Background: an optimization exercise with open tools, aiming at small area, a short achievable clock period and few clock cycles. Do not read the settings as production practice. Only simulation tests tie the RTL to the original design; equivalence was not proved. No activity file was given, so power comes from the tool's default toggle rates.

==> branch garnet: inputs <==
==> flow/design.v (excerpt) <==
module arith_expression_evaluator_top #(
   parameter int FRAC_BITS  = 32,
   parameter int MAX_DIGITS = 18
) (
   input  logic        clock,
   input  logic        reset,
   input  logic        req_valid,
   output logic        req_ready,
   input  logic [7:0]  req_char,
   input  logic        req_last,
   output logic        rsp_valid,
   input  logic        rsp_ready,
   output logic [63:0] rsp_value,
   output logic [2:0]  rsp_status
);
==> flow/config.mk <==
export PLATFORM = sky130hd
export DESIGN_NAME = arith_expression_evaluator_top
export DESIGN_NICKNAME = arith_expression_evaluator_top
export VERILOG_FILES = /design/flow/design.v
export SDC_FILE = /design/flow/constraint.sdc
export NUM_CORES = 4
export LEC_CHECK = 0
export CAP_MARGIN = 20
export CORE_MARGIN = 2
export CORE_UTILIZATION = 40
export SLEW_MARGIN = 20
==> flow/constraint.sdc <==
create_clock -name core_clock -period 14.5 [get_ports {clock}]
set_input_delay 2.9000 -clock core_clock [delete_from_list [all_inputs] [get_ports {clock}]]
set_output_delay 2.9000 -clock core_clock [all_outputs]
set_load 0.01 [all_outputs]
run.sh (not shown) runs the stock make flow with config.mk's settings and CLKGATE_MAP_FILE= SYNTH_SCRIPT=/design/flow/synth_recipe.tcl, a recipe that flattens the netlist after the stock synthesis.
==> branch tundra: changes against branch garnet <==
--- a/flow/design.v
+++ b/flow/design.v
@@ -29,28 +29,32 @@
    localparam logic [1:0] CMP_EQ = 2'd0;
    localparam logic [1:0] CMP_LT = 2'd1;
    localparam logic [1:0] CMP_GT = 2'd2;
    localparam logic [63:0] MAX_POS  = 64'h7FFF_FFFF_FFFF_FFFF;
    localparam logic [63:0] SIGN_BIT = 64'h8000_0000_0000_0000;
    localparam logic [63:0] ONE      = 64'h0000_0001_0000_0000;
    logic        bv_ff, bl_ff, bdone_ff;
    logic [7:0]  bc_ff;
+   logic        sv_ff, sl_ff;
+   logic [7:0]  sc_ff;
    logic [30:0] fi_ff;
    logic [59:0] ff_ff;
    logic [4:0]  fcnt_ff;
    logic        fdot_ff, fbig_ff;
    logic [4:0]  nd_ff;
    logic [1:0]  cmp_ff;
    logic        ts_ff, pd_ff, neg_ff;
    logic [1:0]  fe_ff;
    logic [4:0]  pcnt_ff;
    logic        phold_ff;
    logic        bv_in, bl_in, bdone_in;
    logic [7:0]  bc_in;
+   logic        sv_in, sl_in;
+   logic [7:0]  sc_in;
    logic [30:0] fi_in;
    logic [59:0] ff_in;
    logic [4:0]  fcnt_in;
    logic        fdot_in, fbig_in;
    logic [4:0]  nd_in;
    logic [1:0]  cmp_in;
    logic        ts_in, pd_in, neg_in;
    logic [1:0]  fe_in;
@@ -74,16 +78,19 @@
    logic        one_ff, one_in;
    logic [6:0]  cnt_ff, cnt_in;
    logic        mint_ff, mint_in;
    logic        ovf_ff, ovf_in;
    logic        sfix_ff, sfix_in;
    logic        sfneg_ff, sfneg_in;
    logic        sfrv_ff, sfrv_in;
    logic        rbit_ff, rbit_in;
+   logic        sneg_ff, sneg_in;
+   logic        yinv_ff, yinv_in, yinv;
+   assign yinv = yinv_ff;
    logic sI, sCV, sRC, sRA, sAP, sMU, sDC, sDV, sWB, sTM;
    assign sI  = st_ff[K_IDLE];
    assign sCV = st_ff[K_CONV];
    assign sRC = st_ff[K_RCONV];
    assign sRA = st_ff[K_RADD];
    assign sAP = st_ff[K_APPLY];
    assign sMU = st_ff[K_MUL];
    assign sDC = st_ff[K_DIVCHK];
@@ -141,26 +148,24 @@
    always_comb begin
       case (fcnt_ff)
          5'd1:    rsteps = 7'd3;
          5'd2:    rsteps = 7'd6;
          5'd3:    rsteps = 7'd9;
          5'd4:    rsteps = 7'd13;
          default: rsteps = 7'd16;
       endcase
-      case (bf_ff)
-         5'd1:    rcp = 58'd230584300926402560;
-         5'd2:    rcp = 58'd23058430092247040;
-         5'd3:    rcp = 58'd2305843009214464;
-         5'd4:    rcp = 58'd230584300921408;
-         default: rcp = 58'd23058430092137;
-      endcase
+      rcp = ({58{bf_ff[0]}} & 58'd230584300926402560) |
+            ({58{bf_ff[1]}} & 58'd23058430092247040) |
+            ({58{bf_ff[2]}} & 58'd2305843009214464) |
+            ({58{bf_ff[3]}} & 58'd230584300921408) |
+            ({58{bf_ff[4]}} & 58'd23058430092137);
    end
-   logic rc;
-   assign rc = (bf_ff <= 5'd5);
+   logic rc_ff, rc_in, rc;
+   assign rc = rc_ff;
    logic [16:0] falign;
    always_comb begin
       case (fcnt_ff)
          5'd1:    falign = {ff_ff[3:0], 13'd0};
          5'd2:    falign = {ff_ff[6:0], 10'd0};
          5'd3:    falign = {ff_ff[9:0], 7'd0};
          5'd4:    falign = {ff_ff[13:0], 3'd0};
          default: falign = ff_ff[16:0];
@@ -186,23 +191,21 @@
    always_comb begin
       ax = ({64{sCV}} & {a_ff[62:0], 1'b0}) |
            ({64{sRC}} & {a_ff[62:0], 1'b0}) |
            ({64{sDV}} & {a_ff[62:0], pm_ff[63]}) |
            ({64{sDC}} & a_ff) |
            ({64{sMU}} & a_ff) |
            ({64{sRA}} & {b_ff[63:32], rc ? a_ff[60:29] : b_ff[31:0]}) |
            ({64{sTM}} & sum_ff);
-      ay = ({64{sCV}} & ({4'd0, ff_ff} ^ {64{!a_ff[63]}})) |
-           ({64{sRC && b_ff[16]}} & {6'd0, rcp}) |
-           ({64{sDV}} & (b_ff ^ {64{!a_ff[63]}})) |
-           ({64{sDC}} & ~b_ff) |
-           ({64{sMU && b_ff[0]}} & pm_ff) |
-           ({64{sTM}} & (pm_ff ^ {64{esub}}));
-      acin = ((sCV || sDV) && !a_ff[63]) || sDC || (sRA && (rc ? a_ff[28] : rbit_ff)) || (sTM && esub);
+      ay = (({64{sCV}} & {4'd0, ff_ff}) |
+            ({64{sRC && b_ff[16]}} & {6'd0, rcp}) |
+            ({64{sDV || sDC}} & b_ff) |
+            ({64{(sMU && b_ff[0]) || sTM}} & pm_ff)) ^ {64{yinv}};
+      acin = yinv || (sRA && (rc ? a_ff[28] : rbit_ff));
    end
    assign as = {1'b0, ax} + {1'b0, ay} + {64'd0, acin};
    logic        r64, add_ovf;
    logic [63:0] add_val;
    assign r64     = sum_ff[63] ^ esub ^ as[64];
    assign add_ovf = (r64 != as[63]);
    assign add_val = as[63:0];
    logic [63:0] wval;
@@ -229,30 +232,34 @@
    logic sA, sZ, sF;
    logic done;
    logic [2:0] fin_status;
    always_comb begin
       bv_in     = bv_ff;
       bl_in     = bl_ff;
       bdone_in  = bdone_ff;
       bc_in     = bc_ff;
+      sv_in     = sv_ff;
+      sl_in     = sl_ff;
+      sc_in     = sc_ff;
       fi_in     = fi_ff;
       ff_in     = ff_ff;
       fcnt_in   = fcnt_ff;
       pcnt_in   = pcnt_ff;
       phold_in  = phold_ff;
       fdot_in   = fdot_ff;
       fbig_in   = fbig_ff;
       nd_in     = nd_ff;
       cmp_in    = cmp_ff;
       ts_in     = ts_ff;
       pd_in     = pd_ff;
       neg_in    = neg_ff;
       fe_in     = fe_ff;
       st_in     = st_ff;
+      rc_in     = rc_ff;
       bf_in     = bf_ff;
       qov_in    = qov_ff;
       adiv_in   = adiv_ff;
       after_in  = after_ff;
       tsign_in  = tsign_ff;
       tfe_in    = tfe_ff;
       be_in     = be_ff;
       status_in = status_ff;
@@ -261,16 +268,17 @@
       one_in    = one_ff;
       cnt_in    = cnt_ff;
       mint_in   = mint_ff;
       ovf_in    = ovf_ff;
       sfix_in   = sfix_ff;
       sfneg_in  = sfneg_ff;
       sfrv_in   = sfrv_ff;
       rbit_in   = rbit_ff;
+      sneg_in   = 1'b0;
       fin_status = 3'd0;
       aZ = 1'b0; aF = 1'b0; aS = 1'b0; aH = 1'b0; aP = 1'b0; aK = 1'b0;
       bL = 1'b0; bC = 1'b0; bR = 1'b0; bT = 1'b0; bO = 1'b0; bS = 1'b0; bH = 1'b0; bM = 1'b0;
       pB = 1'b0; pZ = 1'b0; pO = 1'b0; pT = 1'b0; pL = 1'b0; pE = 1'b0; pA = 1'b0; pC = 1'b0;
       sA = 1'b0; sZ = 1'b0; sF = 1'b0;
       done = 1'b0;
       tok_go    = 1'b0;
       tok_after = AF_NONE;
@@ -417,16 +425,18 @@
             if (after_ff == AF_FINAL) begin
                fin_status = (tfe_ff != 2'd0) ? {1'b0, tfe_ff} : be_ff;
                status_in  = fin_status;
                be_in      = 3'd0;
             end
             st_in = 10'd1 << K_IDLE;
          end
       end
+      if (sCV) sneg_in = pgen ? sneg_ff : as[63];
+      if (sDV) sneg_in = dskip ? 1'b0 : as[63];
       if (sfix_ff && !sfrv_ff && (be_in == 3'd0)) be_in = 3'd4;
       if (done) begin
          st_in = (after_ff == AF_NONE) ? (10'd1 << K_IDLE) : (10'd1 << K_TERM);
       end
       if (proc) begin
          if (final_tok) begin
             bv_in     = 1'b0;
             bdone_in  = 1'b0;
@@ -482,17 +492,19 @@
             end
          end
       end
       if (tok_go) begin
          adiv_in  = pd_ff;
          after_in = tok_after;
          tsign_in = neg_ff;
          tfe_in   = fe_ff;
-         bf_in    = fcnt_ff;
+         bf_in    = {fcnt_ff == 5'd5, fcnt_ff == 5'd4, fcnt_ff == 5'd3,
+                     fcnt_ff == 5'd2, fcnt_ff == 5'd1};
+         rc_in    = (fcnt_ff <= 5'd5);
          qov_in   = fbig_ff;
          bL       = 1'b1;
          if ((fcnt_ff == 5'd0) || fbig_ff) begin
             aZ    = 1'b1;
             st_in = 10'd1 << K_APPLY;
          end else if (fcnt_ff <= 5'd5) begin
             aZ     = 1'b1;
             cnt_in = rsteps;
@@ -510,21 +522,36 @@
             phold_in = 1'b1;
          end
          fcnt_in = 5'd0;
          fdot_in = 1'b0;
          fbig_in = 1'b0;
          nd_in   = 5'd0;
          cmp_in  = CMP_EQ;
       end
-      if (req_valid && req_ready) begin
+      yinv_in = ((st_in[K_CONV] || st_in[K_DIV]) && !sneg_in) || st_in[K_DIVCHK] ||
+                (st_in[K_TERM] && (ps_in ^ tsign_in));
+      if (!bv_in && sv_ff) begin
          bv_in    = 1'b1;
-         bc_in    = req_char;
-         bl_in    = req_last;
+         bc_in    = sc_ff;
+         bl_in    = sl_ff;
          bdone_in = 1'b0;
+         sv_in    = 1'b0;
+      end
+      if (req_valid && req_ready) begin
+         if (!bv_in) begin
+            bv_in    = 1'b1;
+            bc_in    = req_char;
+            bl_in    = req_last;
+            bdone_in = 1'b0;
+         end else begin
+            sv_in = 1'b1;
+            sc_in = req_char;
+            sl_in = req_last;
+         end
       end
    end
    logic aHold, bHold, pHold, sHold;
    assign aHold = !(aZ || aF || aS || aH || aP || aK);
    assign bHold = !(bL || bC || bR || bT || bO || bS || bH || bM);
    assign pHold = !(pB || pZ || pO || pT || pL || pE || pA || pC);
    assign sHold = !(sA || sZ || sF);
    always_comb begin
@@ -550,24 +577,25 @@
               ({64{pL}} & {pm_ff[62:0], sDV && !as[63]}) |
               ({64{pE}} & {pm_ff[55:0], 8'd0}) |
               ({64{pA}} & a_ff) |
               ({64{pC}} & (ps_ff ? SIGN_BIT : MAX_POS));
       sum_in = ({64{sHold}} & sum_ff) |
                ({64{sA}} & add_val) |
                ({64{sF}} & (sfneg_ff ? SIGN_BIT : MAX_POS));
    end
-   assign req_ready  = !bv_ff || (proc && !(bl_ff && !bdone_ff));
+   assign req_ready  = !sv_ff;
    assign rsp_valid  = rv_ff;
    assign rsp_value  = sum_ff;
    assign rsp_status = status_ff;
    always_ff @(posedge clock) begin
       if (reset) begin
          bv_ff     <= 1'b0;
          bdone_ff  <= 1'b0;
+         sv_ff     <= 1'b0;
          fi_ff     <= 31'd0;
          ff_ff     <= 60'd0;
          fcnt_ff   <= 5'd0;
          fdot_ff   <= 1'b0;
          fbig_ff   <= 1'b0;
          nd_ff     <= 5'd0;
          cmp_ff    <= CMP_EQ;
          ts_ff     <= 1'b1;
@@ -582,16 +610,17 @@
          sum_ff    <= 64'd0;
          pm_ff     <= ONE;
          ps_ff     <= 1'b0;
          one_ff    <= 1'b1;
          sfix_ff   <= 1'b0;
       end else begin
          bv_ff     <= bv_in;
          bdone_ff  <= bdone_in;
+         sv_ff     <= sv_in;
          fi_ff     <= fi_in;
          ff_ff     <= ff_in;
          fcnt_ff   <= fcnt_in;
          fdot_ff   <= fdot_in;
          fbig_ff   <= fbig_in;
          nd_ff     <= nd_in;
          cmp_ff    <= cmp_in;
          ts_ff     <= ts_in;
@@ -608,25 +637,30 @@
          ps_ff     <= ps_in;
          one_ff    <= one_in;
          sfix_ff   <= sfix_in;
       end
    end
    always_ff @(posedge clock) begin
       bl_ff     <= bl_in;
       bc_ff     <= bc_in;
+      sl_ff     <= sl_in;
+      sc_ff     <= sc_in;
       a_ff      <= a_in;
       b_ff      <= b_in;
       bf_ff     <= bf_in;
+      rc_ff     <= rc_in;
       qov_ff    <= qov_in;
       adiv_ff   <= adiv_in;
       after_ff  <= after_in;
       tsign_ff  <= tsign_in;
       tfe_ff    <= tfe_in;
       status_ff <= status_in;
       cnt_ff    <= cnt_in;
       mint_ff   <= mint_in;
       ovf_ff    <= ovf_in;
       sfneg_ff  <= sfneg_in;
       sfrv_ff   <= sfrv_in;
       rbit_ff   <= rbit_in;
+      sneg_ff   <= sneg_in;
+      yinv_ff   <= yinv_in;
    end
 endmodule
==> summary of the runs <==
Against branch tundra, the worst setup slack of branch garnet is lower by 370 ps. Branch tundra completed without violations. Branch garnet completed without violations. Of branch tundra and branch garnet, branch tundra has the higher maximum frequency (gap about 5%, measured against branch garnet). Of branch garnet and branch tundra, branch garnet has the higher final cell count (gap about 1.5%, measured against branch tundra). Of branch tundra and branch garnet, branch tundra has the higher critical path depth (gap 1). In branch tundra the die area is lower than in branch garnet, by about 0.9%. In branch tundra the flip-flop and latch count is higher than in branch garnet, by 13.
==> figures <==
	branch tundra	branch garnet
Status	finished clean	finished clean
Vias in the first global route	34.9k	35.6k
Psw	1.67 mW	1.50 mW
Total routed wire length on the met1 layer	67.3 mm	69.3 mm
Number of clock buffer instances in the layout	75	72
Well-Tap Cells	1,070	1,080
Core footprint	0.0822 mm2	0.0834 mm2
TritonCTS sink count	444	431
Sequential-to-total area share from yosys stat	27.4%	26.4%
Final area over synthesized area	1.109x	1.104x
Layout non-clock buf frac	4.85%	4.86%
F_max	136 MHz	130 MHz
Vertical extent of the die	292 um	294 um
Capturing instance or port of the critical path	b_ff[62]	pm_ff[0]
Testbench counts of branch garnet, summed over its fixed seeds: cycles 68,777.
Testbench counts of branch tundra, summed over its fixed seeds: cycles 68,777.

==> port drivers added, routing unchanged <==
Ports are ideal in the flow. The routed layouts listed here were re-timed in OpenROAD.
Step 1 (the two cells are an assumption about what drives the block):
set clk [get_ports {clock}]
set_driving_cell -lib_cell sky130_fd_sc_hd__clkbuf_16 $clk
set_driving_cell -lib_cell sky130_fd_sc_hd__buf_2 [delete_from_list [all_inputs] $clk]
Step 2 times the ports against the registers' clock, not the clock port: input delays grow and output delays shrink by t, the midpoint of the rising clock arrivals with the driver on.
Three values: ideal ports, drivers, drivers and shift; two values: the first two.
| run | shift t [ns] | setup WS [ns] | worst data-port slew with drivers (ns) | pins driven straight from the clock port |
|---|---|---|---|---|
| branch garnet | 0.728 | 6.789 / 6.789 / 6.789 | 0.04 | 1 |
| branch tundra | 0.744 | 7.160 / 7.160 / 7.160 | 0.04 | 1 |
After both steps setup and hold are still met in every run listed.
